This is an optimization exercise on Yosys and OpenROAD, whose aim is small area, not a production implementation.
Where RTL was checked, it was by simulation tests only, not by an equivalence proof against the original.
No functional check of the RTL was part of run 4.
Power figures rest on the tool's default switching activity, not on a simulated workload.

File: design/flow/design.v
`default_nettype none
package rx_pkg;
	typedef struct packed {
		logic [256-1:0] data;
		logic [32-1:0]  ctrl;
	} rx_word_t;
	typedef enum logic [1:0] {
		SPEED_25G = 2'd0,
		SPEED_40G = 2'd1,
		SPEED_50G = 2'd2
	} rx_speed_t;
	typedef struct packed {
		logic       sof;
		logic [2:0] sof_lane;   
		logic       eof;
		logic [4:0] eof_lane;   
		logic       in_frame;
	} rx_evt_t;
	typedef struct packed {
		logic [7:0]  sof_mark;    
		logic        same_word;   
		logic [6:0]  rsvd;
		logic [15:0] bytes;
	} rx_bcnt_t;
endpackage
`default_nettype wire
`default_nettype none
module rx_mac_top (
	input  wire                clk,
	input  wire                reset_,
	input  wire  [1:0]         speed,        
	input  wire                init_done,
	input  wire  [287:0]       rx_in,        
	output logic [287:0]       rx_out,       
	output logic               x_we,
	output logic               x_bcnt_we,
	output logic [31:0]        x_byte_cnt,   
	output logic               linkup
);
	localparam int LINK_MAX = 8 + 2;   
	logic [32-1:0]       ctrl;
	logic [256-1:0]      data;
	assign ctrl = rx_in[32-1:0];
	assign data = rx_in[287:32];
	logic [8-1:0] start_found;
	logic [8-1:0] seq_found;
	logic [32-1:0]       term_found;
	logic [32-1:0]       past_start;   
	logic [32-1:0]       term_m;
	logic                       start_any;
	logic [2:0]                 start_pos;
	logic                       term_any;
	logic [4:0]                 term_lane;    
	always_comb begin
		for (int k = 0; k < 8; k++) begin
			start_found[k] = ctrl[4*k] && (data[32*k +: 8] == 8'hfb);
			seq_found[k]   = ctrl[4*k] && (data[32*k +: 8] == 8'h9c);
		end
		for (int l = 0; l < 32; l++) begin
			term_found[l] = ctrl[l] && (data[8*l +: 8] == 8'hfd);
			past_start[l] = 1'b0;
			for (int k = 0; k < 8; k++)
				if (4*k < l)
					past_start[l] = past_start[l] | start_found[k];
		end
	end
	assign start_any = |start_found;
	always_comb begin
		start_pos = 3'd0;
		for (int k = 8 - 1; k >= 0; k--)
			if (start_found[k])
				start_pos = 3'(k);
	end
	logic [1:0] ph;       
	logic       inf;      
	logic       sof_q;    
	logic       wf;       
	logic       ef;       
	logic       b1;
	logic       blast;
	logic       sof_hit;
	logic       eof1;
	assign b1    = (ph == 2'd1);
	assign blast = (ph == ((speed == 2'd0) ? 2'd3 : 2'd1));
	assign sof_hit = start_any && !inf && (ph == 2'd0 || !ef);
	logic       tq_any;    
	logic [4:0] tq_lane;   
	always_comb begin
		term_m    = term_found & (inf ? '1 : past_start);
		term_any  = |term_m;
		term_lane = 5'd0;
		for (int l = 32 - 1; l >= 0; l--)
			if (term_m[l])
				term_lane = 5'(l);
	end
	always_ff @(posedge clk) begin
		tq_any  <= term_any;
		tq_lane <= term_lane;
	end
	assign eof1 = b1 && inf && tq_any;
	always_ff @(posedge clk) begin
		ph    <= sof_hit ? 2'd1 : (blast ? 2'd0 : ph + 2'd1);
		sof_q <= sof_hit;
		if (!reset_) begin
			inf <= 1'b0;
			wf  <= 1'b0;
			ef  <= 1'b0;
		end else begin
			if (eof1)
				inf <= 1'b0;
			else if (sof_hit)
				inf <= 1'b1;
			if (b1) begin
				wf <= inf;
				ef <= eof1;
			end
		end
	end
	always_ff @(posedge clk) begin
		if (b1)
			rx_out <= rx_in;
	end
	assign x_we      = wf && blast;
	assign x_bcnt_we = ef && blast;
	logic [10:0] cnt_hi;
	logic [4:0]  cnt_lo;
	logic        cnt_cy;
	logic [2:0]  sof_pos;
	logic        same_word;
	logic [5:0]  word_bytes;   
	logic [5:0]  lo_sum;
	assign word_bytes = tq_any ? 6'(tq_lane) + 6'd1 : 6'd32;
	assign lo_sum = {1'b0, cnt_lo[4:2], 2'b00} + word_bytes;
	always_ff @(posedge clk) begin
		cnt_cy <= 1'b0;
		if (b1 && inf) begin
			if (sof_q) begin
				cnt_lo <= {word_bytes[4:2] - start_pos, word_bytes[1:0]};
				cnt_hi <= 11'(word_bytes[5] && start_found[0]);
			end else begin
				cnt_lo <= lo_sum[4:0];
				cnt_cy <= lo_sum[5];
			end
		end else begin
			cnt_hi <= cnt_hi + 11'(cnt_cy);
		end
		if (sof_q) begin
			sof_pos   <= start_pos;
			same_word <= tq_any;
		end
	end
	assign x_byte_cnt = {8'(1) << sof_pos, same_word, 7'd0, cnt_hi, cnt_lo};
	logic       seq_q;
	logic       fault;
	logic [3:0] clean;   
	assign fault = !init_done || seq_q;
	always_ff @(posedge clk) begin
		if (!reset_) begin
			seq_q  <= 1'b0;
			clean  <= 4'd0;
			linkup <= 1'b0;
		end else begin
			seq_q  <= |seq_found;
			clean  <= fault ? 4'd0 : (clean == 4'(LINK_MAX) ? clean : clean + 4'd1);
			linkup <= (clean == 4'(LINK_MAX));
		end
	end
endmodule
`default_nettype wire
File: design/flow/standard.sh
#!/bin/bash
# synth_recipe.tcl (not shown) runs the flow's synth.tcl, then flattens the netlist and writes it again
# the make line also repeats each setting of config.mk as NAME=value (left out here)
make -C /OpenROAD-flow-scripts/flow DESIGN_CONFIG=/design/flow/config.mk WORK_HOME=/design/flow/orfs CLKGATE_MAP_FILE= SYNTH_SCRIPT=/design/flow/synth_recipe.tcl "${@:-finish}"
File: design/flow/config.mk
export PLATFORM = sky130hd
export DESIGN_NAME = rx_mac_top
export DESIGN_NICKNAME = rx_mac_top
export VERILOG_FILES = /design/flow/design.v
export SDC_FILE = /design/flow/constraint.sdc
export NUM_CORES = 4
export LEC_CHECK = 0
export CAP_MARGIN = 20
export CORE_MARGIN = 2
export CORE_UTILIZATION = 40
export GPL_TIMING_DRIVEN = 0
export PLACE_DENSITY = 0.6
export SLEW_MARGIN = 20
File: design/flow/constraint.sdc
create_clock -name core_clock -period 4.0 [get_ports {clk}]
set_input_delay 0.8000 -clock core_clock [delete_from_list [all_inputs] [get_ports {clk}]]
set_output_delay 0.8000 -clock core_clock [all_outputs]
set_load 0.01 [all_outputs]
File: design/flow/flow/run.sh
#!/bin/bash
# layout flow: the standard flow, with the smallest buffer on the ports and a
# clock tree of fewer, larger sink clusters without dummy loads
set -e
export BUFFER_PORTS_ARGS="-buffer_cell sky130_fd_sc_hd__buf_1"
export CTS_ARGS="-sink_clustering_enable -repair_clock_nets -sink_clustering_size 16 -sink_clustering_max_diameter 100 -buf_list {sky130_fd_sc_hd__clkbuf_4 sky130_fd_sc_hd__clkbuf_8} -dont_use_dummy_load"
bash standard.sh > standard.log 2>&1
==> results of run 1 <==
report_power, final:
part           switching [W]  internal, W
Clock                0.00102     0.000539
Sequential          0.000273      0.00484
Combinational        0.00150     0.000550
Total                0.00280      0.00593
worst paths after layout:
kind	end	startpoint	cells after the start
setup reg to reg	cnt_hi[6]	ph[0]	5
hold / removal	rx_out[217]	rx_in[217]	1
setup / recovery	cnt_lo[4]	rx_in[165]	11
hold reg to reg	wf	wf	2
layout make-up:
class                   count  area [sq um]  share of cell area [%]
clock buffers              24           330                    2.12
plain buffers              10          68.8                   0.441
multi-input cells         420          2580                    16.6
inverters                  17          63.8                   0.409
well taps                 396           495                    3.18
repair buffers            614          2420                    15.5
diodes                      2          5.00                  0.0321
flip-flops and latches    327          9630                    61.7
logic make-up (layout without fill, tap and decap cells):
family                   Yosys count  count (layout)
AO/OA/AOI/OAI                     90              90
XOR/XNOR                          16              16
adder cells (fa/ha/maj)           13              13
buffers and inverters             27             665
flip-flops                       327             327
multiplexers                       1               1
other                              1               9
AND/OR/NAND/NOR                  293             293
cells in the mapped netlist (all sizes together), types with 10 or more instances:
cell type	number	area, sq um
edfxtp	308	9250
nand2	86	323
nor2	44	173
nor4	34	238
nand4	27	188
a21oi	26	130
nand3	25	130
nor3	21	115
o21ai	20	104
dfxtp	19	380
inv	17	63.8
ha	11	138
or3	10	62.6
layer usage:
| metal | track usage [%] | up-vias | part of all wire [%] |
|---|---|---|---|
| met2 | 46.5 | 406 | 53 |
| met5 | 0 | - | 0.031 |
| met1 | 27.8 | 4518 | 36 |
| li1 | - | 4252 | - |
| met4 | 9.81 | 2 | 4.5 |
| met3 | 4.52 | 67 | 6.3 |
flip-flops by register name, summed over array words and instances, names as in the netlist, 2 cells and up:
register and cells:
rx_out 288, cnt_hi 11, cnt_lo 5, tq_lane 5, clean 4, sof_pos 3, ph 2
per-stage QoR:
step	utilization (%)	TNS (ps)	hold slack, ps	instance area (sq um)
2_1_floorplan	-	0	435	12300
3_3_place_gp	49.6	-27160	457	15100
3_5_place_dp	50.1	0	474	15200
4_1_cts	51.2	0	377	15600
5_1_grt	51.3	0	391	15600
6_report	51.3	0	408	15600
==> impl_results.md, run 1 <==
- Post-synth ARST share: 0%
- Share of post-route cells with drive strength above 1: 4.82%
- Total DRC errors in the routed layout: 0
- Leakage dissipation: 4.99 nW
- Worst slack, placed: 356 ps
- Area growth from synthesis to layout: 27.0%
- Maximum number of pins on one net before global-route repair: 59
- Number of flops mapped to enable cells by yosys: 308
- Area of the die: 32100 sq um
- Wire length after detailed routing: 42300 microns
- Std cell rows: 64
- Total GRT Usage: 24.9%
- Cells along the critical path: buf_1 > nand3_1 > nor4_2 > nor2_1 > o21bai_1 > a21oi_1 > ha_1 > fa_1 > xor2_1 > xnor2_1 > a21oi_1
- Slew at the pin with the worst max-slew slack: 1150 ps
- Area of the mapped netlist: 12300 sq um
- Top-Level Pins: 616
- Max-cap violation count: 0
- Number of levels the H-tree was split into: 1
- Worst min-delay path class: in2reg
- Worst Path Class, Setup: in2reg
- Core Box Area: 30400 sq um
- Net count reported at finish: 1720
- Non-Filler Instances: 1810
- Wire length of the first global-routing pass: 57100 microns
- Global placement routability congestion: 0.921
- Most used cells in the layout excluding fill and tap cells: 608 x sky130_fd_sc_hd__buf_1, 308 x sky130_fd_sc_hd__edfxtp_1, 86 x sky130_fd_sc_hd__nand2_1
- Clock Latency Late Sink: 580 ps
- Kind of start point of the critical path: input pin
- Number of setup buffers added after CTS: 0
- WL/cell: 23.4 microns
- Critical path endpoint category: register
- Mean instance size in the synthesized netlist: 16.0 sq um
- Clock Pin Slew Worst Setup and Hold Paths: 110 ps
- Root buffer selected by CTS: sky130_fd_sc_hd__clkbuf_8
- Unique masters post-synth: 71
- Parity-gate share of the synthesized area counting xor and xnor cells: 1.14%
- Count of mapped cells out of synthesis: 768
- Number of global-route vias before repair: 8984
- Share of synthesized cell area in and, or, nand and nor gates: 12.8%
- CTS tree: done
- Post-route setup slack: 924 ps
- Result of the run: timing/DRC/antenna clean
- Hold buffers post-CTS: 0
- PD cells: 559 nW/um^2
- Starting density of the core: 40.4%
- Final setup vio count: 0
- Post-synthesis sequential element count: 327
- Final critical-path share of the clock period: 76.9%
- CP max FO: 7
- Gates resized, CTS repair: 0
- Starting DRC count in detailed routing: 496
- Count of placed standard cells including taps: 1784
- Most common library cell in the layout ignoring fill and taps: sky130_fd_sc_hd__buf_1
- Clock sink count: 327
- Overflow left after global routing: 0
- Arrival time at the worst endpoint: 3420 ps
- Clock tree buffer depth: 3
- Die width: 179 microns
- Detailed-router iteration count before antenna repair: 5
- Maximum operating frequency: 325 MHz
- Sequential area share after synthesis: 78.4%
- Minimum clock period: 3080 ps
- Antenna Nets Post-Route: 0
- R2R Setup Slk: 1710 ps
- Vert. Die Dim: 179 microns
- Antenna violations before repair: 3
- CP most frequent cell: sky130_fd_sc_hd__a21oi_1
- Multiplexer fraction of the synthesized cell area: 0.0815%
- Design Power: 0.00873 W
- Endpoint required time on the critical path: 4340 ps
- CP bufs+invs: 1
- Post-detail-place hpwl: 35000 microns
- Maximum resistive drop on vdd: 0.000349 V
- Post-synthesis share of cell area spent on full adders, half adders and majority gates: 1.45%
- Yosys warns: 1
- Kind of cell adding the most delay to the critical path: simple AND/OR/NAND/NOR gates
- Clock skew after layout: 48.2 ps
- Dominant combinational cell family by area after synthesis: simple AND/OR/NAND/NOR gates
- Top_reg_cell synth: sky130_fd_sc_hd__edfxtp_1
- Filler cell count: 2784
- Slowest stage cell, crit path: sky130_fd_sc_hd__nor4_2
- Pins Over Slew Limit: 0
- Number of hold violations in the final report: 0
- Compound-cell area share of the yosys netlist: 5.08%
- Count of buffers inserted at the top-level ports: 608
- Num CTS Buffers: 24
- Setup repair after global routing missed its margin: false
- Delay of the slowest cell on the worst path: 670 ps
- Routed vias: 9245
- Tightest slew margin relative to the limit: 22.7%
- Vias per inst: 5.11
==> run 2, diff against run 1 <==
==> design/flow/flow/run.sh (replaced) <==
#!/bin/bash
# layout flow: the standard flow with three changes
#  - synthesis maps the logic between the registers with an area-oriented ABC
#    script (flow/area.abc); the registers are mapped as in the standard flow
#  - the port buffers are the smallest buffer
#  - the clock tree uses larger sink clusters and no dummy loads
set -e
W=$PWD
{
	cat <<'EOT'
proc abc {args} {
  set i [lsearch -exact $args -script]
  if { $i >= 0 } {
    set args [lreplace $args [expr {$i + 1}] [expr {$i + 1}] $::env(MY_ABC_SCRIPT)]
  }
  yosys abc {*}$args
}
EOT
	cat synth_recipe.tcl
} > my_synth.tcl
sed "s#SYNTH_SCRIPT=[^ ]*#SYNTH_SCRIPT=$W/my_synth.tcl#" standard.sh > my_standard.sh
export MY_ABC_SCRIPT=$W/flow/area.abc
export BUFFER_PORTS_ARGS="-buffer_cell sky130_fd_sc_hd__buf_1"
export CTS_ARGS="-sink_clustering_enable -repair_clock_nets -sink_clustering_size 16 -sink_clustering_max_diameter 100 -buf_list {sky130_fd_sc_hd__clkbuf_4 sky130_fd_sc_hd__clkbuf_8} -dont_use_dummy_load"
bash my_standard.sh > standard.log 2>&1
==> design/flow/flow/area.abc (new file) <==
strash
&get -n
&st
&syn2
&dch -f
&nf -a -R 1000
&st
&syn2
&dch -f
&nf -a -R 1000
&put
topo
dnsize -c
==> run 2 against run 1 <==
  * Maximum frequency is 15% lower
  * Largest power group unchanged
  * First-iteration DRC count down 3.4%
  * Critical path depth is 22 higher
  * Clock power about the same
  * Utilization rose by 0.61 points
==> impl_results.md, run 2 <==
- Largest area contributor in the netlist: sky130_fd_sc_hd__edfxtp_1
- Top-Level Pins: 616
- CTS tree: done
- End point of the most critical hold path: rx_out[156]
- Largest registers: rx_out: 288 flops, cnt_hi: 11 flops
- Critical Path Start: rx_in[101]
- Clock tree buffer depth: 3
- Endpoint required time on the critical path: 4500 ps
- Critical path endpoint category: register
- CP max FO: 5
- Vias per inst: 4.95
- Std cell rows: 63
- Core Box Area: 29500 sq um
- Synth top area cells: sky130_fd_sc_hd__edfxtp_1 77%, sky130_fd_sc_hd__dfxtp_1 3.2%, sky130_fd_sc_hd__nand3_1 1.8%
- Unique masters post-synth: 41
- Clock sink count: 327
- Starting density of the core: 40.5%
- Total GRT Usage: 22.8%
- WL/cell: 21.3 microns
- Starting DRC count in detailed routing: 479
- Max-cap violation count: 0
- Total DRC errors in the routed layout: 0
- Delay of the slowest cell on the worst path: 270 ps
- Hold path startpoint: rx_in[156]
- Post-Route Hold Slack: 422 ps
- Worst r2r path cells: 27
- Clock Latency Late Sink: 570 ps
- Most used cells in the layout excluding fill and tap cells: 608 x sky130_fd_sc_hd__buf_1, 308 x sky130_fd_sc_hd__edfxtp_1, 45 x sky130_fd_sc_hd__nand2_1, 45 x sky130_fd_sc_hd__nor2_1, 42 x sky130_fd_sc_hd__nand3_1
- Number of flops mapped to enable cells by yosys: 308
- Maximum resistive drop on vdd: 0.000340 V
- Worst min-delay path class: in2reg
- Share of post-route cells with drive strength above 1: 3.86%
- Clock skew after layout: 35.9 ps
- Ranking of synthesized cells by instance count: 308 x sky130_fd_sc_hd__edfxtp_1, 50 x sky130_fd_sc_hd__nor2_1, 47 x sky130_fd_sc_hd__nand2_1
- Post-synthesis sequential element count: 327
- Design Power: 0.00861 W
- Number of hold violations in the final report: 0
- Result of the run: timing/DRC/antenna clean
- Arrival time at the worst endpoint: 4110 ps
- Vert. Die Dim: 177 microns
- Minimum clock period: 3610 ps
- PD cells: 563 nW/um^2
- Area of the die: 31200 sq um
- Post-route setup slack: 385 ps
- R2R Setup Slk: 830 ps
- Placed Instance Area: 14900 sq um
- Slowest stage cell, crit path: sky130_fd_sc_hd__nor4_4
- Area of the mapped netlist: 11900 sq um
- Most numerous cell in the Yosys netlist: sky130_fd_sc_hd__edfxtp_1
- Number of flip-flops under the largest register name: 288
- Root buffer selected by CTS: sky130_fd_sc_hd__clkbuf_8
- Detailed-router iteration count before antenna repair: 7
- Antenna violations before repair: 1
- Pins Over Slew Limit: 0
- Routed vias: 8735
- Biggest register: rx_out
- Final setup vio count: 0
- Tightest slew margin relative to the limit: 32.7%
- Net count reported at finish: 1680
- Post-detail-place hpwl: 30600 microns
- Post-synth ARST share: 0%
- Most common library cell in the layout ignoring fill and taps: sky130_fd_sc_hd__buf_1
- Worst slack, placed: -1030 ps
- Final critical-path share of the clock period: 90.4%
- Mean instance size in the synthesized netlist: 16.5 sq um
- Slew at the pin with the worst max-slew slack: 1000 ps
- Kind of start point of the critical path: input pin
- Sequential area share after synthesis: 80.6%
- Clock Pin Slew Worst Setup and Hold Paths: 100 ps
- Overflow left after global routing: 0
- Wire length after detailed routing: 37500 microns
- Destination of the worst register-to-register timing path: tq_lane[0]
- Number of global-route vias before repair: 8609
- CP most frequent cell: sky130_fd_sc_hd__nand2_1
- Maximum number of pins on one net before global-route repair: 59
- Portion of synthesized cell area occupied by the leading cell type: 77.5%
- Worst Path Class, Setup: in2reg
- Count of placed standard cells including taps: 1733
- Source of the worst register-to-register timing path: inf
- Worst Hold Depth: 1
- Maximum operating frequency: 277 MHz
- Final Instance Area: 15300 sq um
- Antenna Nets Post-Route: 0
- Non-Filler Instances: 1763
- Yosys warns: 1
- Setup repair after global routing missed its margin: false
- Count of buffers inserted at the top-level ports: 608
- Num CTS Buffers: 24
- Hold buffers post-CTS: 0
- Count of mapped cells out of synthesis: 724
- Wire length of the first global-routing pass: 52700 microns
- Global placement routability congestion: 0.836
- Area growth from synthesis to layout: 28.1%
- Leakage dissipation: 4.92 nW
- Number of levels the H-tree was split into: 1
- Die width: 177 microns
- Top_reg_cell synth: sky130_fd_sc_hd__edfxtp_1
## run 2: cell types whose count changed after synthesis, sizes merged, moves of 11 or more
cell    previous run  this run
nand2             86        47
nor4              34        12
inv               17         0
or4                6        17
nand4b             1        15
nand3             25        42
clkinv             0        23
## run 2: kinds of logic after synthesis
family,synth area share (%)
compound gates,2.17
xor+xnor,1.03
fa+ha+maj,1.49
buf+inv,1.23
flops,80.6
mux,0.0838
other cells,0.0314
simple gates,13.3
## run 2: what timing repair did
| item | CTS | global route |
|---|---|---|
| endpoints found under the setup margin | 2 | 2 |
| resized for setup | 3 | 11 |
| pin swaps | 0 | 7 |
| setup buffers | 0 | 5 |
## run 2: metal layers
layer / share of wire [%] / routed length [microns] / vias to the layer above / track usage, %
li1: - / - / 4079 / -
met5: 0 / 0 / - / 0
met2: 50 / 18700 / 405 / 39.3
met1: 40 / 14900 / 4183 / 28.8
met3: 8.0 / 2990 / 68 / 5.71
met4: 2.5 / 949 / 0 / 6.10
## run 2: worst max-delay path by stage
stage | end | slack (ps) | cells past startpoint
3_5_place_dp | tq_lane[0] | -1030 | 33
2_1_floorplan | cnt_hi[0] | 150 | 4
5_1_grt | tq_lane[0] | 20 | 33
3_3_place_gp | cnt_hi[9] | -1260 | 4
6_report | tq_lane[0] | 390 | 33
4_1_cts | tq_lane[0] | 20 | 33
## run 2: power by group
part	switching, W	internal (W)
combinational	0.00140	0.000548
sequential	0.000286	0.00484
clock	0.000998	0.000539
total	0.00268	0.00593
## run 2: critical path: cells and delay by family
family                 cells  cell delay, ps
and+or+nand+nor           25            2470
AOI/OAI and AO/OA          7             730
buffers and inverters      1             110
## run 2: metrics by stage
stage               utilization [%]  setup TNS [ps]
finish                         51.9               0
global route                   51.9               0
CTS                            51.7               0
detailed placement             50.5           -1920
global placement               50.0          -30030
floorplan                         -               0
## run 2: area by class of cell
type | instances | area (sq um)
fillers | 2655 | 14200
flip-flops and latches | 327 | 9630
repair buffers | 618 | 2460
multi-input cells | 372 | 2240
well taps | 390 | 488
clock buffers | 24 | 330
inverters | 23 | 86.3
plain buffers | 8 | 60.1
diodes | 1 | 2.50
==> run 3, diff against run 2 <==
--- a/design/flow/config.mk
+++ b/design/flow/config.mk
@@ -5,9 +5,9 @@
 export SDC_FILE = /design/flow/constraint.sdc
 export NUM_CORES = 4
 export LEC_CHECK = 0
-export CAP_MARGIN = 20
+export CAP_MARGIN = 0
 export CORE_MARGIN = 2
 export CORE_UTILIZATION = 40
 export GPL_TIMING_DRIVEN = 0
 export PLACE_DENSITY = 0.6
-export SLEW_MARGIN = 20
+export SLEW_MARGIN = 0
==> run 3 against run 2 <==
  * Sequential share of layout area increased by 0.19 points
  * Die area unchanged
  * Hold slack got worse by 6.1 ps
  * Critical endpoint unchanged
  * Critical path depth unchanged
  * Still clean
  * Critical path type unchanged
  * Utilization decreased by 0.15 points
==> impl_results.md, run 3 <==
- Antenna Nets Post-Route: 0
- Vert. Die Dim: 177 microns
- Die width: 177 microns
- Post-Route Hold Slack: 416 ps
- Ranking of synthesized cells by instance count: 308 x sky130_fd_sc_hd__edfxtp_1, 50 x sky130_fd_sc_hd__nor2_1, 47 x sky130_fd_sc_hd__nand2_1
- Number of hold violations in the final report: 0
- Share of post-route cells with drive strength above 1: 3.65%
- Filler cell count: 2639
- Root buffer selected by CTS: sky130_fd_sc_hd__clkbuf_8
- Area of the die: 31200 sq um
- Maximum resistive drop on vdd: 0.000358 V
- Total DRC errors in the routed layout: 0
- Critical path endpoint category: register
- Clock tree buffer depth: 3
- Total GRT Usage: 22.9%
- Unique masters post-synth: 41
- Worst min-delay path class: in2reg
- WL/cell: 21.3 microns
- Design Power: 0.00861 W
- Biggest register: rx_out
- Overflow left after global routing: 0
- Clock skew after layout: 38.9 ps
- Combined area of the multi-input logic cells: 2240 sq um
- Clock Latency Late Sink: 570 ps
- Global placement routability congestion: 0.836
- Final critical-path share of the clock period: 88.8%
- Count of placed standard cells including taps: 1732
- Endpoint required time on the critical path: 4480 ps
- Number of flops mapped to enable cells by yosys: 308
- Non-Filler Instances: 1760
- Count of mapped cells out of synthesis: 724
- Area taken by flip-flops and latches: 9630 sq um
- Diode insertion count for antenna repair: 0
- Largest area contributor in the netlist: sky130_fd_sc_hd__edfxtp_1
- CP most frequent cell: sky130_fd_sc_hd__nand2_1
- Final design utilization: 51.7%
- Clock sink count: 327
- Slowest stage cell, crit path: sky130_fd_sc_hd__nor4_4
- Starting density of the core: 40.5%
- Net count reported at finish: 1678
- Arrival time at the worst endpoint: 4030 ps
- Kind of start point of the critical path: input pin
- Top_reg_cell synth: sky130_fd_sc_hd__edfxtp_1
- Slew at the pin with the worst max-slew slack: 903 ps
- Post-synthesis sequential element count: 327
- Final setup vio count: 0
- Portion of synthesized cell area occupied by the leading cell type: 77.5%
- Count of buffers inserted at the top-level ports: 608
- Std cell rows: 63
- Worst Path Class, Setup: in2reg
- Routed vias: 8798
- Placed Instance Area: 14900 sq um
- Final Instance Area: 15300 sq um
- Number of levels the H-tree was split into: 1
- Core Box Area: 29500 sq um
- Area of the mapped netlist: 11900 sq um
- PD cells: 564 nW/um^2
- Maximum operating frequency: 282 MHz
- Top-Level Pins: 616
- CP max FO: 5
- Minimum clock period: 3550 ps
- Most numerous cell in the Yosys netlist: sky130_fd_sc_hd__edfxtp_1
- Vias per inst: 5.00
- Tightest slew margin relative to the limit: 39.2%
- Clock Pin Slew Worst Setup and Hold Paths: 110 ps
- Yosys warns: 1
- Maximum number of pins on one net before global-route repair: 72
- Antenna violations before repair: 0
- Most common library cell in the layout ignoring fill and taps: sky130_fd_sc_hd__buf_1
- Pins Over Slew Limit: 0
- Result of the run: timing/DRC/antenna clean
- Most used cells in the layout excluding fill and tap cells: 608 x sky130_fd_sc_hd__buf_1, 308 x sky130_fd_sc_hd__edfxtp_1, 46 x sky130_fd_sc_hd__nor2_1
- Leakage dissipation: 4.90 nW
- Synth top area cells: sky130_fd_sc_hd__edfxtp_1 77%, sky130_fd_sc_hd__dfxtp_1 3.2%, sky130_fd_sc_hd__nand3_1 1.8%
- Starting DRC count in detailed routing: 478
- Wire length after detailed routing: 37500 microns
- Sequential area share after synthesis: 80.6%
- Detailed-router iteration count before antenna repair: 5
- Mean instance size in the synthesized netlist: 16.5 sq um
- Delay of the slowest cell on the worst path: 260 ps
- Wire length of the first global-routing pass: 52700 microns
- CTS tree: done
- Largest registers: rx_out: 288 flops, cnt_hi: 11 flops
- Num CTS Buffers: 24
- Setup repair after global routing missed its margin: false
- Area growth from synthesis to layout: 27.7%
- Max-cap violation count: 0
- Post-detail-place hpwl: 30400 microns
- Post-synth ARST share: 0%
- Number of global-route vias before repair: 8638
- Number of flip-flops under the largest register name: 288
## run 3: cell families (layout without fill, tap and decap cells)
kind of cell | after synthesis | after routing | synth area share [%]
mux | 1 | 1 | 0.0838
other cells | 1 | 7 | 0.0314
flops | 327 | 327 | 80.6
compound gates | 45 | 45 | 2.17
fa+ha+maj | 13 | 13 | 1.49
buf+inv | 31 | 671 | 1.23
simple gates | 292 | 292 | 13.3
xor+xnor | 14 | 14 | 1.03
## run 3: what timing repair did
item                       in CTS  in global routing
gates resized for setup         2                  8
pin swaps                       0                  4
setup endpoints to repair       2                  2
hold buffers                    0                  0
buffers inserted                0                  4
## run 3: layout make-up
| class | instances | area share [%] |
|---|---|---|
| sequential | 327 | 63.1 |
| inverter | 23 | 0.566 |
| tap | 390 | 3.20 |
| clock buffer | 24 | 2.17 |
| multi-input combinational | 372 | 14.7 |
| buffer | 8 | 0.394 |
| timing repair buffer | 616 | 15.9 |
## run 3: worst paths after layout
path | start | end | depth (start not counted) | slack (ps)
worst max-delay path | rx_in[135] | tq_lane[0] | 33 | 450
worst min-delay path | rx_in[121] | rx_out[121] | 1 | 420
worst max register to register | inf | tq_lane[0] | 27 | 880
worst min register to register | ph[0] | ph[0] | 1 | 470
## run 3: worst max-delay path, delay by kind of cell
kind | cells | cell delay (ps)
simple gates | 24 | 2160
compound gates | 7 | 790
buf+inv | 2 | 270
## run 3: stage by stage
stage | setup slack (ps) | TNS, ps
2_1_floorplan | 145 | 0
4_1_cts | 50.7 | 0
5_1_grt | 16.6 | 0
3_5_place_dp | -1020 | -1820
6_report | 448 | 0
3_3_place_gp | -1260 | -30030
## run 3: power by group
| group | switching, W | internal [W] |
|---|---|---|
| Combinational | 0.00139 | 0.000533 |
| Clock | 0.00101 | 0.000539 |
| Sequential | 0.000286 | 0.00485 |
| Total | 0.00269 | 0.00592 |
## run 3: per-layer routing
layer  up-vias  track usage, %  routed length (microns)
met5         -               0                        0
met4         0            6.51                      971
met3        62            6.16                     3320
met2       427            38.9                    18500
met1      4229            28.8                    14600
li1       4080               -                        -
==> run 4, diff against run 3 <==
--- a/design/flow/design.v
+++ b/design/flow/design.v
@@ -45,7 +45,6 @@
 	logic [8-1:0] start_found;
 	logic [8-1:0] seq_found;
 	logic [32-1:0]       term_found;
-	logic [32-1:0]       past_start;   
 	logic [32-1:0]       term_m;
 	logic                       start_any;
 	logic [2:0]                 start_pos;
@@ -58,10 +57,6 @@
 		end
 		for (int l = 0; l < 32; l++) begin
 			term_found[l] = ctrl[l] && (data[8*l +: 8] == 8'hfd);
-			past_start[l] = 1'b0;
-			for (int k = 0; k < 8; k++)
-				if (4*k < l)
-					past_start[l] = past_start[l] | start_found[k];
 		end
 	end
 	assign start_any = |start_found;
@@ -85,18 +80,22 @@
 	assign sof_hit = start_any && !inf && (ph == 2'd0 || !ef);
 	logic       tq_any;    
 	logic [4:0] tq_lane;   
+	logic [7:0] grp_ok;
 	always_comb begin
-		term_m    = term_found & (inf ? '1 : past_start);
+		for (int g = 0; g < 8; g++)
+			grp_ok[g] = !sof_q || (|(start_found & 8'((16'd2 << g) - 16'd1)));
+	end
+	always_comb begin
+		for (int l = 0; l < 32; l++)
+			term_m[l] = term_found[l] && grp_ok[l/4];
 		term_any  = |term_m;
-		term_lane = 5'd0;
+		term_lane = 5'd0;   
 		for (int l = 32 - 1; l >= 0; l--)
 			if (term_m[l])
-				term_lane = 5'(l);
+				term_lane = 5'(l + 1);
 	end
-	always_ff @(posedge clk) begin
-		tq_any  <= term_any;
-		tq_lane <= term_lane;
-	end
+	assign tq_any  = term_any;
+	assign tq_lane = term_lane;
 	assign eof1 = b1 && inf && tq_any;
 	always_ff @(posedge clk) begin
 		ph    <= sof_hit ? 2'd1 : (blast ? 2'd0 : ph + 2'd1);
@@ -129,21 +128,22 @@
 	logic        same_word;
 	logic [5:0]  word_bytes;   
 	logic [5:0]  lo_sum;
-	assign word_bytes = tq_any ? 6'(tq_lane) + 6'd1 : 6'd32;
+	assign word_bytes = {tq_lane == 5'd0, tq_lane};
 	assign lo_sum = {1'b0, cnt_lo[4:2], 2'b00} + word_bytes;
 	always_ff @(posedge clk) begin
 		cnt_cy <= 1'b0;
 		if (b1 && inf) begin
 			if (sof_q) begin
 				cnt_lo <= {word_bytes[4:2] - start_pos, word_bytes[1:0]};
-				cnt_hi <= 11'(word_bytes[5] && start_found[0]);
 			end else begin
 				cnt_lo <= lo_sum[4:0];
 				cnt_cy <= lo_sum[5];
 			end
-		end else begin
+		end
+		if (sof_q)
+			cnt_hi <= 11'(word_bytes[5] && start_found[0]);
+		else
 			cnt_hi <= cnt_hi + 11'(cnt_cy);
-		end
 		if (sof_q) begin
 			sof_pos   <= start_pos;
 			same_word <= tq_any;
==> run 4 against run 3 <==
  * Worst setup slack worse by 350 ps
  * Synthesized area is 2.6% lower
  * Sequential cell count decreased by 6
  * Hold slack worse by 9.7 ps
  * Cell count down 1.2%
  * Sequential share of layout area fell by 1.1 points
  * Critical path depth decreased by 13
  * Register-to-register slack worse by 590 ps
  * Global-route usage up 2.0 points
  * Critical endpoint is now cnt_lo[4]
==> impl_results.md, run 4 <==
- Result of the run: timing/DRC/antenna clean
- Maximum number of pins on one net before global-route repair: 67
- Sequential area share after synthesis: 80.8%
- Wire length after detailed routing: 39700 microns
- Clock share of power: 18.3%
- Total GRT Usage: 24.9%
- Worst Path Class, Setup: in2reg
- Antenna violations before repair: 5
- Portion of synthesized cell area occupied by the leading cell type: 76.7%
- R2R Setup Slk: 290 ps
- Unique masters post-synth: 41
- Worst slack, placed: -1180 ps
- Final setup vio count: 0
- Starting density of the core: 40.5%
- Post-synthesis sequential element count: 321
- Overflow left after global routing: 0
- Seq pwr share: 58.7%
- Cells along the critical path: clkbuf_2 > and3_4 > nand3_2 > nor2_4 > nor2_2 > and3_4 > buf_4 > nor2b_4 > or4_4 > nand2_2 > or2_4 > a21oi_1 > o21ai_1 > a21oi_1 > or2_1 > ha_2 > fa_2 > xor2_1 > xnor2_1 > a21oi_1
- Endpoint of the most critical setup path: cnt_lo[4]
- Most used cells in the layout excluding fill and tap cells: 601 x sky130_fd_sc_hd__buf_1, 297 x sky130_fd_sc_hd__edfxtp_1, 53 x sky130_fd_sc_hd__nor2_1
- Area growth from synthesis to layout: 30.2%
- Largest area contributor in the netlist: sky130_fd_sc_hd__edfxtp_1
- Arrival time at the worst endpoint: 4230 ps
- Area of the die: 30500 sq um
- Worst Hold Depth: 1
- Design Power: 0.00844 W
- Maximum resistive drop on vdd: 0.000347 V
- Detailed-router iteration count before antenna repair: 6
- Wire length of the first global-routing pass: 55000 microns
- Critical Path Start: rx_in[133]
- Worst min-delay path class: in2reg
- Mean instance size in the synthesized netlist: 16.6 sq um
- Number of levels the H-tree was split into: 1
- Net switching power: 0.00266 W
- Critical path endpoint category: register
- Post-route setup slack: 97.3 ps
- Biggest register: rx_out
- Number of global-route vias before repair: 8617
- PD cells: 557 nW/um^2
- Routed vias: 8694
- WL/cell: 22.8 microns
- Number of hold violations in the final report: 0
- Endpoint required time on the critical path: 4330 ps
- Source of the worst register-to-register timing path: sof_q
- Number of flip-flops under the largest register name: 288
- Worst r2r path cells: 14
- Largest registers: rx_out: 288 flops, cnt_hi: 11 flops, cnt_lo: 5 flops
- Most numerous cell in the Yosys netlist: sky130_fd_sc_hd__edfxtp_1
- Final critical-path share of the clock period: 97.6%
- Share of total power in combinational logic: 23.1%
- Number of flops mapped to enable cells by yosys: 297
- Slew at the pin with the worst max-slew slack: 722 ps
- Clock Pin Slew Worst Setup and Hold Paths: 110 ps
- Hold buffers post-CTS: 0
- Clock Latency Late Sink: 560 ps
- Sw Share: 31.6%
- Maximum operating frequency: 256 MHz
- Yosys warns: 1
- Post-Route Hold Slack: 406 ps
- Placed Instance Area: 14600 sq um
- Count of mapped cells out of synthesis: 700
- Vert. Die Dim: 175 microns
- Clock tree buffer depth: 3
- Leakage dissipation: 4.85 nW
- Destination of the worst register-to-register timing path: cnt_lo[4]
- Tightest slew margin relative to the limit: 51.4%
- Top-Level Pins: 616
- Pins Over Slew Limit: 0
- Clock sink count: 321
- Die width: 175 microns
- Final Instance Area: 15100 sq um
- Vias per inst: 5.00
- CTS tree: done
- Std cell rows: 62
- Share of post-route cells with drive strength above 1: 6.52%
- Root buffer selected by CTS: sky130_fd_sc_hd__clkbuf_8
- Minimum clock period: 3900 ps
- Slowest stage cell, crit path: sky130_fd_sc_hd__or4_4
- Net count reported at finish: 1657
- Antenna Nets Post-Route: 0
- Post-detail-place hpwl: 32200 microns
- Global placement routability congestion: 0.895
- Most common library cell in the layout ignoring fill and taps: sky130_fd_sc_hd__buf_1
- Total Neg Setup Slack: 0 ps
- Num CTS Buffers: 24
- Top_reg_cell synth: sky130_fd_sc_hd__edfxtp_1
- Count of buffers inserted at the top-level ports: 608
- Clock skew after layout: 45.5 ps
- Core Box Area: 28700 sq um
- Synth top area cells: sky130_fd_sc_hd__edfxtp_1 77%, sky130_fd_sc_hd__dfxtp_1 4.1%, sky130_fd_sc_hd__nand3_1 2.0%
- Starting DRC count in detailed routing: 565
- Max-cap violation count: 0
- Kind of start point of the critical path: input pin
- Post-synth ARST share: 0%
- Total DRC errors in the routed layout: 0
- Ranking of synthesized cells by instance count: 297 x sky130_fd_sc_hd__edfxtp_1, 61 x sky130_fd_sc_hd__nor2_1, 46 x sky130_fd_sc_hd__nand3_1
- CP max FO: 6
- Internal cell power: 0.00577 W
- CP most frequent cell: sky130_fd_sc_hd__a21oi_1
- Area of the mapped netlist: 11600 sq um
- Delay of the slowest cell on the worst path: 550 ps
- Setup repair after global routing missed its margin: true
[run 4: cell types whose count changed after synthesis, sizes merged, moves of 4 or more]
cell    previous run  this run
nand3             42        46
or4               17        12
nor2              50        61
nor2b              3         8
clkinv            23        16
or3                5         1
nand4b            15        19
dfxtp             19        24
nand2             47        23
nand4             26        22
edfxtp           308       297
[run 4: per-layer routing]
layer / track usage, % / vias to the layer above / routed length [microns]
met5: 0.481 / - / 51
met4: 10.1 / 6 / 1630
met3: 7.00 / 78 / 3080
met2: 45.4 / 417 / 20900
met1: 27.2 / 4186 / 14000
li1: - / 4007 / -
[run 4: final cells by class]
cell class	instances	area, sq um
multi-input cells	361	2330
repair buffers	620	2470
clock buffers	24	330
fillers	2568	13600
diodes	5	12.5
plain buffers	8	60.1
flip-flops and latches	321	9400
inverters	16	60.1
well taps	384	480
[run 4: kinds of logic (layout without fill, tap and decap cells)]
logic type / count (synthesis) / after routing / synth area share, %
flops: 321 / 321 / 80.8
xor+xnor: 13 / 13 / 0.979
fa+ha+maj: 12 / 12 / 1.42
buf+inv: 24 / 668 / 1.03
compound gates: 49 / 49 / 2.50
other cells: 1 / 12 / 0.0322
simple gates: 280 / 280 / 13.3
[run 4: repair_timing]
item,CTS,global route
setup endpoints to repair,7,5
pin swaps,7,13
gates resized for setup,25,18
cloned,0,0
setup buffers,1,6
[run 4: worst min-delay path by stage]
stage,startpoint,endpoint
global route,rx_in[9],rx_out[9]
detailed placement,wf,wf
CTS,rx_in[9],rx_out[9]
finish,rx_in[9],rx_out[9]
global placement,wf,wf
floorplan,ph[0],ph[0]
[run 4: stage by stage]
stage | cells | utilization, %
after floorplan | 706 | -
after global placement | 1698 | 50.4
after detailed placement | 1703 | 50.9
after CTS | 1728 | 52.4
after global routing | 1736 | 52.7
final | 1739 | 52.8
[run 4: worst max-delay path: cells and delay by family]
family | cells | cell delay [ps]
AND/OR/NAND/NOR | 10 | 1880
adder cells (fa/ha/maj) | 2 | 520
AO/OA/AOI/OAI | 4 | 360
XOR/XNOR | 2 | 350
buffers and inverters | 2 | 290
[run 4: power groups by stage]
stage / registers [W] / clock network [W] / logic (W)
6_report: 0.00495 / 0.00154 / 0.00194
5_1_grt: 0.00504 / 0.00169 / 0.00205
4_1_cts: 0.00496 / 0.00159 / 0.00197
3_5_place_dp: 0.00503 / 0 / 0.00196
3_3_place_gp: 0.00509 / 0 / 0.00188
2_1_floorplan: 0.00557 / 0 / 0.000332
==> run 5, diff against run 4 <==
--- a/design/flow/design.v
+++ b/design/flow/design.v
@@ -83,7 +83,7 @@
 	logic [7:0] grp_ok;
 	always_comb begin
 		for (int g = 0; g < 8; g++)
-			grp_ok[g] = !sof_q || (|(start_found & 8'((16'd2 << g) - 16'd1)));
+			grp_ok[g] = inf || (|(start_found & 8'((16'd2 << g) - 16'd1)));
 	end
 	always_comb begin
 		for (int l = 0; l < 32; l++)
@@ -94,8 +94,10 @@
 			if (term_m[l])
 				term_lane = 5'(l + 1);
 	end
-	assign tq_any  = term_any;
-	assign tq_lane = term_lane;
+	always_ff @(posedge clk) begin
+		tq_any  <= term_any;
+		tq_lane <= term_lane;
+	end
 	assign eof1 = b1 && inf && tq_any;
 	always_ff @(posedge clk) begin
 		ph    <= sof_hit ? 2'd1 : (blast ? 2'd0 : ph + 2'd1);
==> run 5 against run 4 <==
  * Global-route usage decreased by 0.37 points
  * First-iteration DRC count is 13% higher
  * Synthesized cell count grew 1.1%
  * Largest power group unchanged
  * Non-clock buffer count grew 2
  * Clock-buffer cell count unchanged
  * Highest routed layer unchanged
  * Power grew 0.28%
  * Critical path depth grew 7
  * Synthesized area rose by 0.83%
  * Cell count up 0.35%
  * Die area up 0.81%
  * Final area increased by 0.80%
==> impl_results.md, run 5 <==
- Antenna violations before repair: 3
- Wire length after detailed routing: 39400 microns
- Global placement routability congestion: 0.902
- Largest area contributor in the netlist: sky130_fd_sc_hd__edfxtp_1
- Maximum operating frequency: 265 MHz
- Kind of start point of the critical path: input pin
- Net count reported at finish: 1667
- Starting density of the core: 40.8%
- Root buffer selected by CTS: sky130_fd_sc_hd__clkbuf_8
- Arrival time at the worst endpoint: 4280 ps
- Area of the die: 30700 sq um
- Core Box Area: 28800 sq um
- Setup repair after global routing missed its margin: true
- WL/cell: 22.6 microns
- Leakage dissipation: 4.84 nW
- Share of post-route cells with drive strength above 1: 6.32%
- Area taken by flip-flops and latches: 9520 sq um
- Std cell rows: 62
- Result of the run: timing/DRC/antenna clean
- Area growth from synthesis to layout: 30.1%
- Sequential area share after synthesis: 81.2%
- Post-route setup slack: 226 ps
- Total DRC errors in the routed layout: 0
- Critical path endpoint category: register
- Yosys warns: 1
- Vert. Die Dim: 175 microns
- Post-synthesis sequential element count: 327
- Ranking of synthesized cells by instance count: 297 x sky130_fd_sc_hd__edfxtp_1, 69 x sky130_fd_sc_hd__nor2_1, 36 x sky130_fd_sc_hd__nand4_1
- Count of mapped cells out of synthesis: 708
- PD cells: 554 nW/um^2
- Number of flip-flops under the largest register name: 288
- Clock skew after layout: 28.1 ps
- Wire length of the first global-routing pass: 54900 microns
- Hold path startpoint: rx_in[66]
- Total GRT Usage: 24.5%
- Hold buffers post-CTS: 0
- Final design utilization: 53.0%
- Number of hold violations in the final report: 0
- Synth top area cells: sky130_fd_sc_hd__edfxtp_1 76%, sky130_fd_sc_hd__dfxtp_1 5.1%, sky130_fd_sc_hd__nor2_1 2.2%
- Slew at the pin with the worst max-slew slack: 838 ps
- Most used cells in the layout excluding fill and tap cells: 599 x sky130_fd_sc_hd__buf_1, 297 x sky130_fd_sc_hd__edfxtp_1, 63 x sky130_fd_sc_hd__nor2_1
- Number of levels the H-tree was split into: 1
- Clock Latency Late Sink: 570 ps
- CP max FO: 4
- Routed vias: 8733
- Clock Pin Slew Worst Setup and Hold Paths: 100 ps
- Source of the worst register-to-register timing path: inf
- Number of global-route vias before repair: 8657
- Portion of synthesized cell area occupied by the leading cell type: 76.0%
- Endpoint required time on the critical path: 4510 ps
- Vias per inst: 5.00
- Clock tree buffer depth: 3
- Die width: 175 microns
- Filler cell count: 2625
- Area of the mapped netlist: 11700 sq um
- Top_reg_cell synth: sky130_fd_sc_hd__edfxtp_1
- Maximum resistive drop on vdd: 0.000306 V
- Max-cap violation count: 0
- Minimum clock period: 3770 ps
- Tightest slew margin relative to the limit: 44.0%
- Clock sink count: 327
- Final critical-path share of the clock period: 94.4%
- CTS tree: done
- Starting DRC count in detailed routing: 638
- Most numerous cell in the Yosys netlist: sky130_fd_sc_hd__edfxtp_1
- Overflow left after global routing: 0
- Pins Over Slew Limit: 0
- Top-Level Pins: 616
- Worst Path Class, Setup: in2reg
- Post-detail-place hpwl: 32200 microns
- Post-synth ARST share: 0%
- Maximum number of pins on one net before global-route repair: 72
- Biggest register: rx_out
- Post-Route Hold Slack: 403 ps
- Number of flops mapped to enable cells by yosys: 297
- Num CTS Buffers: 24
- Worst slack, placed: -1420 ps
- Mean instance size in the synthesized netlist: 16.6 sq um
- Detailed-router iteration count before antenna repair: 5
- Worst min-delay path class: in2reg
- Antenna Nets Post-Route: 0
- Critical Path Start: rx_in[231]
- Most common library cell in the layout ignoring fill and taps: sky130_fd_sc_hd__buf_1
- Final setup vio count: 0
- Count of buffers inserted at the top-level ports: 608
- Unique masters post-synth: 41
- Largest registers: rx_out: 288 flops, cnt_hi: 11 flops
- Combined area of the multi-input logic cells: 2300 sq um
## run 5: changes by cell type in the layout (fill, tap and decap cells not counted), sizes merged, moves of 4 or more
cell | previous run | this run
nand4 | 22 | 36
nand2 | 23 | 34
diode | 5 | 1
nor2 | 61 | 69
nand3 | 46 | 35
and3 | 16 | 9
nand4b | 19 | 14
nor2b | 8 | 2
or4 | 12 | 5
or3 | 1 | 6
nand2b | 14 | 8
nor3b | 8 | 16
dfxtp | 24 | 30
## run 5: cells by family (layout without fill, tap and decap cells)
kind of cell	count (synthesis)	count (layout)	synth area share, %
other cells	1	8	0.0320
simple gates	282	282	12.9
flops	327	327	81.2
buf+inv	23	669	0.992
mux	1	1	0.0853
fa+ha+maj	12	12	1.41
compound gates	50	50	2.51
xor+xnor	12	12	0.896
## run 5: final timing paths
path	cells after the start	slack, ps	to
hold reg to reg	0	450	cnt_lo[1]
setup / recovery	27	230	tq_lane[0]
hold / removal	1	400	rx_out[66]
setup reg to reg	23	500	tq_lane[0]
## run 5: layer usage
metal  track usage [%]  up-vias  wire length [microns]  share of wire [%]
met2              43.8      413                  20400                 52
met5                 0        -                     25              0.063
li1                  -     4028                      -                  -
met1              29.3     4230                  14600                 37
met4              6.01        4                    969                2.5
met3              6.59       58                   3430                8.7
## run 5: area by class of cell
type	instances	share of cell area (%)
Inverter	15	0.369
Multi-Input combinational cell	364	15.1
Timing Repair Buffer	622	16.5
Sequential cell	327	62.4
Antenna cell	1	0.0164
Tap cell	384	3.15
Buffer	8	0.393
Clock buffer	24	2.16
## run 5: repair_timing
action	CTS	global route
endpoints found under the setup margin	1	1
setup buffers	3	7
gates resized for setup	21	44
cloned	0	0
pin swaps	7	26
## run 5: per-stage QoR
step | cells | total power (W) | cell area [sq um] | TNS [ps]
final | 1745 | 0.00846 | 15300 | 0
after floorplan | 714 | 0.00593 | 11800 | 0
after global placement | 1706 | 0.00698 | 14500 | -3570
after detailed placement | 1710 | 0.00701 | 14700 | -1690
after CTS | 1737 | 0.00853 | 15100 | 0
after global routing | 1744 | 0.00880 | 15300 | -18.7
## run 5: critical path, stage by stage
cell and delay, ps:
sky130_fd_sc_hd__buf_8 80, sky130_fd_sc_hd__and3_4 190, sky130_fd_sc_hd__nand3_4 80, sky130_fd_sc_hd__or4b_4 570, sky130_fd_sc_hd__o21ai_4 100, sky130_fd_sc_hd__nor2_2 70, sky130_fd_sc_hd__and2_4 150, sky130_fd_sc_hd__a211oi_2 140
sky130_fd_sc_hd__a21oi_1 60, sky130_fd_sc_hd__a21oi_1 150, sky130_fd_sc_hd__nor2_1 60, sky130_fd_sc_hd__nor2_1 140, sky130_fd_sc_hd__nor2_1 80, sky130_fd_sc_hd__nor2_2 110, sky130_fd_sc_hd__nor2_1 50, sky130_fd_sc_hd__o21ai_1 170
sky130_fd_sc_hd__a21o_1 160, sky130_fd_sc_hd__a21oi_2 60, sky130_fd_sc_hd__o21ba_4 220, sky130_fd_sc_hd__o21ba_4 200, sky130_fd_sc_hd__nor2_4 90, sky130_fd_sc_hd__nor2_2 50, sky130_fd_sc_hd__o21ai_2 150, sky130_fd_sc_hd__a21oi_2 70
sky130_fd_sc_hd__nor2_1 120, sky130_fd_sc_hd__nor2_1 50, sky130_fd_sc_hd__o21ai_1 110
## run 5: where the power goes
part,internal [W],leakage [nW],switching [W]
clock,0.000539,0.173,0.00101
combinational,0.000505,1.67,0.00138
sequential,0.00478,3.00,0.000253
==> run 6, diff against run 5 <==
--- a/design/flow/flow/run.sh
+++ b/design/flow/flow/run.sh
@@ -2,7 +2,8 @@
 # layout flow: the standard flow with three changes
 #  - synthesis maps the logic between the registers with an area-oriented ABC
 #    script (flow/area.abc); the registers are mapped as in the standard flow
-#  - the port buffers are the smallest buffer
+#  - the port buffers, and the buffers synthesis puts on constant outputs,
+#    are the smallest buffer
 #  - the clock tree uses larger sink clusters and no dummy loads
 set -e
 W=$PWD
@@ -18,7 +19,7 @@
 EOT
 	cat synth_recipe.tcl
 } > my_synth.tcl
-sed "s#SYNTH_SCRIPT=[^ ]*#SYNTH_SCRIPT=$W/my_synth.tcl#" standard.sh > my_standard.sh
+sed -e "s#SYNTH_SCRIPT=[^ ]*#SYNTH_SCRIPT=$W/my_synth.tcl 'MIN_BUF_CELL_AND_PORTS=sky130_fd_sc_hd__buf_1 A X'#" standard.sh > my_standard.sh
 export MY_ABC_SCRIPT=$W/flow/area.abc
 export BUFFER_PORTS_ARGS="-buffer_cell sky130_fd_sc_hd__buf_1"
 export CTS_ARGS="-sink_clustering_enable -repair_clock_nets -sink_clustering_size 16 -sink_clustering_max_diameter 100 -buf_list {sky130_fd_sc_hd__clkbuf_4 sky130_fd_sc_hd__clkbuf_8} -dont_use_dummy_load"
==> design/flow/flow/area.abc (replaced) <==
strash
&get -n
&st
&syn2
&dch -f
&nf -a -R 0
&st
&syn2
&dch -f
&nf -a -R 0
&put
topo
dnsize -c
==> run 6 against run 5 <==
  * Still clean
  * Die area rose by 0.28%
  * Clock skew rose by 16 ps
  * Non-clock buffer count fell by 10
  * Global-route usage fell by 0.58 points
  * Power fell by 0.58%
  * Critical path type unchanged
  * Critical endpoint unchanged
==> impl_results.md, run 6 <==
- Result of the run: timing/DRC/antenna clean
- Overflow left after global routing: 0
- R2R Setup Slk: 370 ps
- Global placement routability congestion: 0.898
- Wire length of the first global-routing pass: 54000 microns
- Mean instance size in the synthesized netlist: 16.5 sq um
- Net switching power: 0.00261 W
- Most used cells in the layout excluding fill and tap cells: 616 x sky130_fd_sc_hd__buf_1, 297 x sky130_fd_sc_hd__edfxtp_1, 47 x sky130_fd_sc_hd__nor2_1
- Top_reg_cell synth: sky130_fd_sc_hd__edfxtp_1
- Number of setup buffers added after CTS: 0
- Routed vias: 8779
- Worst min-delay path class: in2reg
- Starting density of the core: 40.8%
- Worst Path Class, Setup: in2reg
- Maximum number of pins on one net before global-route repair: 72
- Final critical-path share of the clock period: 93.7%
- Worst slack, placed: -839 ps
- Top-Level Pins: 616
- Clock sink count: 327
- Design Power: 0.00841 W
- Number of flip-flops under the largest register name: 288
- Count of mapped cells out of synthesis: 714
- Clock share of power: 18.4%
- Area of the mapped netlist: 11800 sq um
- Die width: 175 microns
- Total GRT Usage: 23.9%
- Area growth from synthesis to layout: 27.9%
- Wire length after detailed routing: 38900 microns
- Total DRC errors in the routed layout: 0
- CP max FO: 6
- Minimum clock period: 3750 ps
- Maximum resistive drop on vdd: 0.000365 V
- Post-route setup slack: 250 ps
- End point of the most critical hold path: rx_out[201]
- Number of flops mapped to enable cells by yosys: 297
- Sequential area share after synthesis: 80.9%
- Most common library cell in the layout ignoring fill and taps: sky130_fd_sc_hd__buf_1
- PD cells: 559 nW/um^2
- Synth top area cells: sky130_fd_sc_hd__edfxtp_1 76%, sky130_fd_sc_hd__dfxtp_1 5.1%, sky130_fd_sc_hd__nand3_1 1.8%
- Root buffer selected by CTS: sky130_fd_sc_hd__clkbuf_8
- Endpoint required time on the critical path: 4420 ps
- Area of the die: 30800 sq um
- Leakage dissipation: 4.67 nW
- Share of post-route cells with drive strength above 1: 2.58%
- Most numerous cell in the Yosys netlist: sky130_fd_sc_hd__edfxtp_1
- Max-cap violation count: 0
- Post-synth ARST share: 0%
- Area taken by flip-flops and latches: 9520 sq um
- Kind of start point of the critical path: input pin
- Final design utilization: 52.1%
- Yosys warns: 1
- Sw Share: 31.0%
- Internal cell power: 0.00581 W
- Total Neg Setup Slack: 0 ps
- Starting DRC count in detailed routing: 606
- Seq pwr share: 59.6%
- WL/cell: 22.4 microns
- Detailed-router iteration count before antenna repair: 5
- Post-synthesis sequential element count: 327
- Setup repair after global routing missed its margin: false
- Unique masters post-synth: 47
- Post-detail-place hpwl: 32000 microns
- Antenna Nets Post-Route: 0
- Filler cell count: 2688
- Maximum operating frequency: 267 MHz
- CTS tree: done
- Ranking of synthesized cells by instance count: 297 x sky130_fd_sc_hd__edfxtp_1, 47 x sky130_fd_sc_hd__nor2_1, 43 x sky130_fd_sc_hd__nand3_1
- Biggest register: rx_out
- Largest area contributor in the netlist: sky130_fd_sc_hd__edfxtp_1
- Tightest slew margin relative to the limit: 32.4%
- Critical path endpoint category: register
- Std cell rows: 62
- Destination of the worst register-to-register timing path: tq_lane[0]
- Worst Hold Depth: 1
- Vias per inst: 5.04
- Hold path startpoint: rx_in[201]
- Share of total power in combinational logic: 22.0%
- Arrival time at the worst endpoint: 4170 ps
- Critical Path Start: rx_in[12]
- Portion of synthesized cell area occupied by the leading cell type: 75.8%
- Core Box Area: 28900 sq um
- Pins Over Slew Limit: 0
- Number of hold violations in the final report: 0
- Final setup vio count: 0
- Largest registers: rx_out: 288 flops, cnt_hi: 11 flops
- Combined area of the multi-input logic cells: 2230 sq um
- Net count reported at finish: 1663
- Clock tree buffer depth: 3
- Clock Pin Slew Worst Setup and Hold Paths: 100 ps
- Clock Latency Late Sink: 590 ps
- Antenna violations before repair: 2
- Source of the worst register-to-register timing path: inf
- Num CTS Buffers: 24
- Clock skew after layout: 44.0 ps
- Count of buffers inserted at the top-level ports: 608
- Vert. Die Dim: 175 microns
- Number of global-route vias before repair: 8574
- Slew at the pin with the worst max-slew slack: 1010 ps
- Worst r2r path cells: 18
- Number of levels the H-tree was split into: 1
==> run 6: cell types whose count changed in the layout (fill, tap and decap cells not counted), sizes merged, moves of 4 or more <==
cell    change
buf         -6
or4         +5
nand2       +7
clkbuf      -4
nor2       -22
nand3       +8
nand2b      +4
nor3        +5
and2        +4
nor3b       -4
==> run 6: worst max-delay path by stage <==
stage / endpoint / depth (start not counted) / slack [ps]
CTS: tq_lane[0] / 19 / 50
global placement: tq_lane[0] / 19 / -840
finish: tq_lane[0] / 19 / 250
floorplan: tq_lane[0] / 18 / 650
global route: tq_lane[0] / 19 / 7
detailed placement: tq_lane[0] / 19 / -840
==> run 6: metrics by stage <==
stage                     hold slack [ps]  area [sq um]  cells
final                                 411         15000   1742
after global routing                  373         15000   1740
after CTS                             378         15000   1740
after detailed placement              411         14700   1716
after global placement                412         14600   1712
after floorplan                       402         11800    720
==> run 6: cells by family after synthesis <==
family	after synthesis	share of synthesized area [%]
simple gates	282	13.1
other cells	1	0.0319
mux	1	0.0851
flops	327	80.9
xor+xnor	11	0.819
compound gates	57	2.92
fa+ha+maj	12	1.40
buf+inv	23	0.734
==> run 6: final cells by class <==
cell class	instances	area share (%)
antenna	2	0.0333
tap	384	3.19
sequential	327	63.3
multi-input combinational	370	14.8
clock buffer	24	2.20
timing repair buffer	612	15.9
buffer	8	0.200
inverter	15	0.374
==> run 6: worst max-delay path: stages <==
cell                        delay [ps]
sky130_fd_sc_hd__buf_1             180
sky130_fd_sc_hd__nand4b_1          180
sky130_fd_sc_hd__or3_1             450
sky130_fd_sc_hd__and4_2            350
sky130_fd_sc_hd__a31oi_2           260
sky130_fd_sc_hd__o31ai_1           100
sky130_fd_sc_hd__a21oi_1           280
sky130_fd_sc_hd__o21ai_0           120
sky130_fd_sc_hd__a21oi_1           140
sky130_fd_sc_hd__o21ai_0            90
sky130_fd_sc_hd__o2bb2ai_1         130
sky130_fd_sc_hd__a21oi_1           170
sky130_fd_sc_hd__o21ai_0           110
sky130_fd_sc_hd__a21oi_1           220
sky130_fd_sc_hd__o22ai_1            90
sky130_fd_sc_hd__a2bb2oi_1         170
sky130_fd_sc_hd__o21ai_0            90
sky130_fd_sc_hd__a21oi_1           160
sky130_fd_sc_hd__o21ai_0            80
==> run 6: layer usage <==
layer / GRT usage, % / wire length (microns) / up-vias
li1: - / - / 4065
met5: 0 / 12 / -
met1: 28.4 / 14900 / 4262
met4: 5.82 / 827 / 2
met3: 6.28 / 3020 / 48
met2: 43.3 / 20200 / 402
==> run 6: power groups by stage <==
stage | Clock, W | Sequential, W | Combinational, W
floorplan | 0 | 0.00562 | 0.000312
finish | 0.00155 | 0.00502 | 0.00185
detailed placement | 0 | 0.00510 | 0.00186
global placement | 0 | 0.00515 | 0.00179
global route | 0.00171 | 0.00510 | 0.00196
CTS | 0.00159 | 0.00502 | 0.00187
==> run 6: timing repair <==
action,4_1_cts,5_1_grt
hold buffers,0,0
endpoints found under the setup margin,1,1
resized for setup,1,6
==> run 7, diff against run 6 <==
==> design/flow/flow/area.abc (replaced) <==
strash
&get -n
&st
&syn2
&dch -f
&nf -R 30 -p
&st
&syn2
&dch -f
&nf -R 30 -p
&put
topo
dnsize -c
==> run 7 against run 6 <==
  * Utilization rose by 0.34 points
  * Hold slack improved by 3.3 ps
  * Clock-buffer cell count did not move
  * Register-to-register slack improved by 260 ps
  * Critical path depth rose by 4
  * Largest power group unchanged
  * Highest routed layer is now met4
==> impl_results.md, run 7 <==
- Num CTS Buffers: 24
- Antenna violations before repair: 2
- Net count reported at finish: 1649
- Post-detail-place hpwl: 32600 microns
- Cells along the critical path: clkbuf_2 > and3_1 > nand3_2 > or4b_4 > nand2b_4 > nor3_1 > and2_4 > o31ai_4 > a21oi_2 > o21ai_2 > a21oi_2 > o21ai_1 > a22o_1 > a21oi_1 > o21ba_1 > o21ba_1 > nor2_1 > nor2_1 > o21ai_1 > a21oi_1 > nor2_1 > nor2_1 > o21ai_0
- Die width: 175 microns
- Delay of the slowest cell on the worst path: 550 ps
- Endpoint required time on the critical path: 4500 ps
- Source of the worst register-to-register timing path: inf
- Most common library cell in the layout ignoring fill and taps: sky130_fd_sc_hd__buf_1
- Kind of cell adding the most delay to the critical path: compound AO/OA/AOI/OAI gates
- Post-synthesis sequential element count: 327
- Met1 WL: 14000 microns
- Wire length after detailed routing: 39700 microns
- R2R Setup Slk: 630 ps
- Synth top area cells: sky130_fd_sc_hd__edfxtp_1 76%, sky130_fd_sc_hd__dfxtp_1 5.1%, sky130_fd_sc_hd__nand4_1 1.7%
- Most used cells in the layout excluding fill and tap cells: 608 x sky130_fd_sc_hd__buf_1, 297 x sky130_fd_sc_hd__edfxtp_1, 48 x sky130_fd_sc_hd__nor2_1
- Count of buffers inserted at the top-level ports: 608
- Final setup vio count: 0
- Maximum number of pins on one net before global-route repair: 73
- Total GRT Usage: 25.1%
- Clock skew after layout: 36.7 ps
- Root buffer selected by CTS: sky130_fd_sc_hd__clkbuf_8
- DR WL met2: 21100 microns
- Hold path startpoint: rx_in[201]
- Largest registers: rx_out: 288 flops, cnt_hi: 11 flops
- Minimum clock period: 3720 ps
- Topmost layer with routed signal wires: met4
- Routed vias: 8660
- Final design utilization: 52.5%
- Worst slack, placed: -1350 ps
- Starting DRC count in detailed routing: 530
- Area of the die: 30600 sq um
- Biggest register: rx_out
- Yosys warns: 1
- Vias per inst: 5.01
- Hold buffers post-CTS: 0
- Count of placed standard cells including taps: 1697
- CP max FO: 4
- Vert. Die Dim: 175 microns
- Worst Hold Depth: 1
- Antenna Nets Post-Route: 0
- Final Instance Area: 15100 sq um
- Post-synth ARST share: 0%
- Leakage dissipation: 4.76 nW
- PD cells: 561 nW/um^2
- Number of hold violations in the final report: 0
- Slew at the pin with the worst max-slew slack: 1170 ps
- Clock sink count: 327
- Number of flip-flops under the largest register name: 288
- Clock Pin Slew Worst Setup and Hold Paths: 110 ps
- Most numerous cell in the Yosys netlist: sky130_fd_sc_hd__edfxtp_1
- CTS tree: done
- Destination of the worst register-to-register timing path: tq_lane[0]
- Wire length of the first global-routing pass: 56100 microns
- Max-cap violation count: 0
- Placed Instance Area: 14600 sq um
- Number of levels the H-tree was split into: 1
- CP most frequent cell: sky130_fd_sc_hd__nor2_1
- Critical path endpoint category: register
- Starting density of the core: 40.6%
- Maximum operating frequency: 269 MHz
- Kind of start point of the critical path: input pin
- Top-Level Pins: 616
- CP bufs+invs: 1
- Ranking of synthesized cells by instance count: 297 x sky130_fd_sc_hd__edfxtp_1, 48 x sky130_fd_sc_hd__nor2_1, 39 x sky130_fd_sc_hd__nand2_1
- Pins Over Slew Limit: 0
- Post-route setup slack: 277 ps
- Mean instance size in the synthesized netlist: 16.8 sq um
- Top_reg_cell synth: sky130_fd_sc_hd__edfxtp_1
- Clock Latency Late Sink: 570 ps
- Non-Filler Instances: 1728
- Final critical-path share of the clock period: 93.1%
- Worst min-delay path class: in2reg
- Unique masters post-synth: 43
- Total DRC errors in the routed layout: 0
- Result of the run: timing/DRC/antenna clean
- WL/cell: 23.0 microns
- End point of the most critical hold path: rx_out[201]
- Overflow left after global routing: 0
- Count of mapped cells out of synthesis: 695
- Global placement routability congestion: 0.917
- Share of post-route cells with drive strength above 1: 4.55%
- Area growth from synthesis to layout: 29.1%
- Worst r2r path cells: 18
- Core Box Area: 28800 sq um
- Slowest stage cell, crit path: sky130_fd_sc_hd__or4b_4
- Arrival time at the worst endpoint: 4220 ps
- Design Power: 0.00846 W
- Maximum resistive drop on vdd: 0.000331 V
- Area of the mapped netlist: 11700 sq um
- Portion of synthesized cell area occupied by the leading cell type: 76.3%
- Sequential area share after synthesis: 81.4%
- Largest area contributor in the netlist: sky130_fd_sc_hd__edfxtp_1
- Routed length on met3: 2640 microns
- Detailed-router iteration count before antenna repair: 5
- Std cell rows: 62
- Tightest slew margin relative to the limit: 21.1%
- Worst Path Class, Setup: in2reg
- Number of flops mapped to enable cells by yosys: 297
- Number of global-route vias before repair: 8774
- Clock tree buffer depth: 3
[run 7: changes by cell type after synthesis, moves of 3 or more]
cell | before | now
sky130_fd_sc_hd__nand3_1 | 43 | 34
sky130_fd_sc_hd__nor4b_1 | 0 | 8
sky130_fd_sc_hd__clkinv_1 | 15 | 10
sky130_fd_sc_hd__nor2b_1 | 1 | 5
sky130_fd_sc_hd__nor3b_1 | 12 | 16
sky130_fd_sc_hd__o21ai_0 | 17 | 13
sky130_fd_sc_hd__or4_1 | 10 | 6
sky130_fd_sc_hd__nand4_1 | 34 | 31
sky130_fd_sc_hd__nor3_1 | 25 | 22
[run 7: worst max-delay path by stage]
stage                          start          to  slack, ps  depth (start not counted)
after floorplan            rx_in[39]  tq_lane[0]        160                         22
after global placement    rx_in[134]  tq_lane[0]      -1250                         21
after detailed placement  rx_in[134]  tq_lane[0]      -1350                         21
after CTS                 rx_in[231]  tq_lane[0]          8                         23
after global routing      rx_in[228]  tq_lane[0]        -10                         23
final                     rx_in[231]  tq_lane[0]        280                         23
[run 7: worst register-to-register path, cell delays in order, from the launching register on]
cell and delay [ps]:
sky130_fd_sc_hd__dfxtp_1 540, sky130_fd_sc_hd__a21oi_2 70, sky130_fd_sc_hd__and3_4 200, sky130_fd_sc_hd__and2_4 200
sky130_fd_sc_hd__or4_1 620, sky130_fd_sc_hd__o21ai_2 130, sky130_fd_sc_hd__a21oi_2 90, sky130_fd_sc_hd__o21ai_1 160
sky130_fd_sc_hd__a22o_1 140, sky130_fd_sc_hd__a21oi_1 80, sky130_fd_sc_hd__o21ba_1 220, sky130_fd_sc_hd__o21ba_1 160
sky130_fd_sc_hd__nor2_1 110, sky130_fd_sc_hd__nor2_1 50, sky130_fd_sc_hd__o21ai_1 130, sky130_fd_sc_hd__a21oi_1 80
sky130_fd_sc_hd__nor2_1 140, sky130_fd_sc_hd__nor2_1 40, sky130_fd_sc_hd__o21ai_0 130
[run 7: cells by family after synthesis]
family / synth area share (%)
AO/OA/AOI/OAI: 2.51
XOR/XNOR: 0.974
adder cells (fa/ha/maj): 1.41
buffers and inverters: 0.578
flip-flops: 81.4
multiplexers: 0.0856
other: 0.0321
AND/OR/NAND/NOR: 13.0
[run 7: metrics by stage]
step / hold WS (ps) / TNS [ps]
floorplan: 402 / 0
finish: 414 / 0
detailed placement: 433 / -3100
CTS: 370 / 0
global placement: 433 / -4530
global route: 397 / -10.2
[run 7: what timing repair did]
action,in CTS,in global routing
pin swaps,1,12
endpoints found under the setup margin,2,1
endpoints found under the hold margin,0,0
resized for setup,13,26
setup buffers,1,4
[run 7: per-layer routing]
metal  vias up  GRT usage [%]
li1       3979              -
met1      4198           27.4
met2       409           46.7
met3        74           5.16
met4         0           11.4
met5         -              0
[run 7: cell type report]
type,count,area [sq um]
multi-input cells,356,2260
repair buffers,617,2440
fillers,2619,13700
clock buffers,24,330
inverters,10,37.5
plain buffers,8,30.0
flip-flops and latches,327,9520
well taps,384,480
diodes,2,5.00
[run 7: power breakdown]
part	leakage, nW	switching (W)	internal, W
Combinational	1.59	0.00140	0.000498
Sequential	3.00	0.000241	0.00478
Clock	0.173	0.00101	0.000539

## port drivers added, routing unchanged
In the flow no input, the clock included, has a driving cell. The finished layouts below were timed again as built, in two steps.
Step 1 sets driving cells, clkbuf_16 on the clock port and buf_2 on the other inputs (assumed; they add their load-dependent delay and slew).
Step 2 also shifts input and output timing later by t, the mid clock arrival at the registers, as if the neighbouring blocks saw the same clock.
a / b / c = no drivers / after step 1 / after step 2; a / b = the first two.
run	shift t [ns]	setup WS [ns]	latest minus earliest clock arrival (ns)	pins driven straight from the clock port
run 1	0.611	0.924 / 0.951 / 0.340	0.057 / 0.057	1
run 2	0.599	0.385 / 0.399 / -0.201	0.042 / 0.043	1
run 3	0.598	0.448 / 0.457 / -0.141	0.046 / 0.046	1
run 4	0.597	0.097 / -0.007 / -0.604	0.070 / 0.070	1
run 5	0.601	0.226 / 0.209 / -0.392	0.034 / 0.034	1
run 6	0.613	0.250 / 0.260 / -0.353	0.050 / 0.050	1
run 7	0.607	0.277 / 0.271 / -0.336	0.047 / 0.047	1
With both steps, setup timing fails in 6 of these runs, where it was met with ideal ports. The setup slack of run 4, which loses most, moves by -0.104 ns with the drivers and by -0.701 ns with both steps.
